What follows belongs to an exercise in optimizing a design on an open flow for small area, a short achievable clock period and few clock cycles; a production flow would make more cautious choices. Function was checked by simulation only, so behaviour that the tests miss may differ from the original.

==> flow/design.v (excerpt) <==
module agu_tile_stream #(
  parameter int                    ADDR_WIDTH = 32,
  parameter int                    IDX_WIDTH  = 16,
  parameter int                    LANES      = 4,
  parameter int                    FIFO_DEPTH = 4,
  parameter logic [ADDR_WIDTH-1:0] NULL_ADDR  = '1
) (
  input  logic                  clk,
  input  logic                  rst,
  input  logic                  cfg_valid_i,
  output logic                  cfg_ready_o,
  input  logic [IDX_WIDTH-1:0]  mat_m_i, mat_k_i, mat_n_i,
  input  logic [IDX_WIDTH-1:0]  tm_i, tn_i, tk_i,
  input  logic [ADDR_WIDTH-1:0] base_a_i, base_b_i, base_c_i,
  input  logic [1:0]            elem_shift_i,
  input  logic                  tile_req_i,
  output logic                  tile_done_o,
  output logic                  all_tiles_done_o,
  output logic                  busy_o,
  output logic                  out_valid,
  input  logic                  out_ready,
  output logic [LANES*ADDR_WIDTH-1:0] out_addr,
  output logic [LANES-1:0]      out_null,
  output logic [1:0]            out_id,
  output logic                  out_last
);
export LEC_CHECK = 0
export ABC_AREA = 1
export CAP_MARGIN = 20
export CORE_MARGIN = 2
export CORE_UTILIZATION = 55
export CTS_CLUSTER_DIAMETER = 100
export CTS_CLUSTER_SIZE = 20
export GPL_TIMING_DRIVEN = 0
export PLACE_DENSITY = 0.7
export SETUP_SLACK_MARGIN = 5
export SLEW_MARGIN = 20
create_clock -name core_clock -period 13.5 [get_ports {clk}]
standard.sh (not shown) runs the stock make flow with config.mk's settings and CLKGATE_MAP_FILE= SYNTH_SCRIPT=/design/flow/synth_recipe.tcl, a recipe that flattens the netlist after the stock synthesis.
==> flow/flow/run.sh <==
#!/bin/bash
# The standard layout (the standard.sh: its synthesis, floorplan, power grid,
# placement, CTS and routing unchanged), with one difference: the buffers that
# placement puts on every input and output port are sky130_fd_sc_hd__buf_1
# cells instead of the default delay-cell buffers.
set -euo pipefail
export BUFFER_PORTS_ARGS="-buffer_cell sky130_fd_sc_hd__buf_1"
bash standard.sh finish > flow_make.log 2>&1
Testbench counts at the start, summed over its fixed seeds: cycles 105,238.
Rerun with:
Settings changed: ABC_AREA 1 to not set, GPL_TIMING_DRIVEN 0 to not set.
Outcome: Setup slack improved by 0.75 ns; routed wire length came out lower by a little under a tenth; final cell count came out lower by about a fifth; via count came out lower by roughly a tenth; global-route usage came out lower by 2.9 points; register-to-register slack improved by 0.75 ns.
Rerun with:
Settings changed: ABC_AREA set to 1, CORE_UTILIZATION 55 to 65, PLACE_DENSITY 0.7 to 0.8.
Effect: The changed run finished clean. Sequential share of layout area is about the same. Global-route usage went up by 7.1 points. Clock-buffer cell count is unchanged. Setup slack improves by 0.14 ns. Flip-flop and latch count stays the same. Design area stays flat. Via count went up by about 12%. Routed wire length went up by 2.3%. Register-to-register slack improves by 0.41 ns.
Rerun with:
Settings changed: CORE_UTILIZATION 65 to 55, PLACE_DENSITY 0.8 to 0.7.
After rerunning: Design area goes up by 0.93%. Register-to-register slack got worse by 0.03 ns. Setup slack gets better by 0.0095 ns. Critical path depth is unchanged. Synthesized cell count stays the same. Core utilization falls by 11 points. Via count decreases by 0.95%.
Rerun with:
Settings changed: CTS_CLUSTER_DIAMETER 100 to not set, CTS_CLUSTER_SIZE 20 to not set.
The new run completed with no timing, DRC or antenna violations. Setup slack gets worse by 0.012 ns. Die area stays the same. Clock skew is lower by 0.028 ns.
Rerun with:
Settings changed: CTS_CLUSTER_DIAMETER set to 150, CTS_CLUSTER_SIZE set to 25.
Worst setup slack is better by 0.010 ns; die area does not change; final area is lower by a few percent; area after synthesis does not change.


## build 18
agu_tile_stream, a different RTL version from the one above (not shown whole).
Size: ~29,000 um2 of cells after synthesis.
==> flow/config.mk <==
export PLATFORM = sky130hd
export DESIGN_NAME = agu_tile_stream
export DESIGN_NICKNAME = agu_tile_stream
export VERILOG_FILES = /design/flow/design.v
export SDC_FILE = /design/flow/constraint.sdc
export NUM_CORES = 4
export LEC_CHECK = 0
export ABC_AREA = 1
export CAP_MARGIN = 20
export CORE_MARGIN = 2
export CORE_UTILIZATION = 55
export CTS_CLUSTER_DIAMETER = 80
export CTS_CLUSTER_SIZE = 30
export PLACE_DENSITY = 0.7
export SETUP_SLACK_MARGIN = 5
export SLEW_MARGIN = 20
==> flow/constraint.sdc <==
create_clock -name core_clock -period 13.5 [get_ports {clk}]
set_input_delay 2.7000 -clock core_clock [delete_from_list [all_inputs] [get_ports {clk}]]
set_output_delay 2.7000 -clock core_clock [all_outputs]
set_load 0.01 [all_outputs]
Scripts as last shown in full above: flow/flow/run.sh
Build 18 went all the way through synthesis, placement and routing and the layout is clean on timing, DRC and antenna.
Testbench counts of build 18, summed over its fixed seeds: cycles 105,238.
The following lists how build 87 was set up differently from build 18:
- clearing CTS_CLUSTER_SIZE, which used to be 30
- clearing CTS_CLUSTER_DIAMETER, which used to be 80
==> flow/flow/run.sh <==
#!/bin/bash
# The standard layout (the standard.sh: its synthesis, floorplan, power grid,
# placement, CTS and routing unchanged), with one difference: the buffers that
# placement puts on every input and output port are sky130_fd_sc_hd__buf_2
# cells instead of the default delay-cell buffers.
set -euo pipefail
export BUFFER_PORTS_ARGS="-buffer_cell sky130_fd_sc_hd__buf_2"
bash standard.sh finish > flow_make.log 2>&1
Notes after the runs:
Measured against each other, build 18 and build 87 differ in post-placement setup slack, the higher figure coming from build 87.
Build 87 against build 18: met2 global-route usage now sits higher.
The following lists how build 2 was set up differently from build 87:
- CTS_BUF_LIST: unset -> sky130_fd_sc_hd__clkbuf_4 sky130_fd_sc_hd__clkbuf_8
==> flow/flow/run.sh <==
#!/bin/bash
# The standard layout (the standard.sh: its synthesis, floorplan, power grid,
# placement, CTS and routing unchanged), with one difference: the buffers that
# placement puts on every input and output port are sky130_fd_sc_hd__buf_1
# cells instead of the default delay-cell buffers.
set -euo pipefail
export BUFFER_PORTS_ARGS="-buffer_cell sky130_fd_sc_hd__buf_1"
bash standard.sh finish > flow_make.log 2>&1
Findings:
Across build 87 and build 2, the outcome is the same: a clean finish for every run.
Met3 usage in global routing: lower on build 87
Changes observed in build 2 relative to build 87: source-to-sink clock delay at the later pin of the worst-skew pair increased 0.10 ns; fmax increased about 0.6%.
[inputs] build 26 vs build 2
- putting CTS_CLUSTER_SIZE at 20 where nothing was set
- putting CTS_CLUSTER_DIAMETER at 100 where nothing was set
- clearing CTS_BUF_LIST, which used to be sky130_fd_sc_hd__clkbuf_4 sky130_fd_sc_hd__clkbuf_8
Build 26 ended with every stage complete and zero timing, DRC or antenna violations.
NOTE: sequential fraction of total cell area in build 26 exceeds that of build 2
Count of clock tree sinks came out exactly the same in build 2 and build 26.
Between build 2 and build 26, the worst setup slack is higher for build 26.
Between build 2 and build 26, global-route wire length before repair decreased.
Comparing mean number of vias per cell for build 2 and build 26, the bigger number came from build 26.

-- port drivers added, routing unchanged --
How much do the figures lean on ideal ports? The routed layouts below were timed once more, with nothing changed but the port constraints.
Step 1 assumes that a clkbuf_16 drives the clock port and a buf_2 every other input.
Step 2 moves the port delays by t, midway between the first and last clock arrival at a register: inputs arrive t later, outputs are due t later. That takes back most of the time a late clock gives input paths.
Three values: ideal, step 1, step 2; two values: the first two.
run	t (ns)	slack for setup (ns)	hold WS [ns]	worst setup path after step 2
the first run of note 1	0.655	6.839 / 6.839 / 6.839	0.505 / 0.505 / 0.505	register to register
the second run of note 1	0.651	7.588 / 7.588 / 7.588	0.529 / 0.529 / 0.529	register to register
the third run of note 1	0.647	7.726 / 7.694 / 7.694	0.517 / 0.517 / 0.517	input to output
the fourth run of note 1	0.651	7.736 / 7.709 / 7.709	0.536 / 0.536 / 0.536	input to output
the fifth run of note 1	0.655	7.723 / 7.691 / 7.691	0.528 / 0.528 / 0.528	input to output
the sixth run of note 1	0.635	7.734 / 7.708 / 7.708	0.534 / 0.534 / 0.534	input to output
build 18	0.680	7.584 / 7.518 / 7.357	0.505 / 0.505 / 0.505	input to register
build 87	0.652	7.513 / 7.513 / 7.297	0.498 / 0.498 / 0.498	input to register
build 2	0.730	7.548 / 7.487 / 7.357	0.503 / 0.503 / 0.503	input to register
build 26	0.657	7.591 / 7.527 / 7.360	0.512 / 0.512 / 0.512	input to register
After both steps setup and hold are still met in every run listed. For build 26, which loses most, drivers alone change the setup slack by -0.064 ns; drivers and shift together by -0.231 ns.
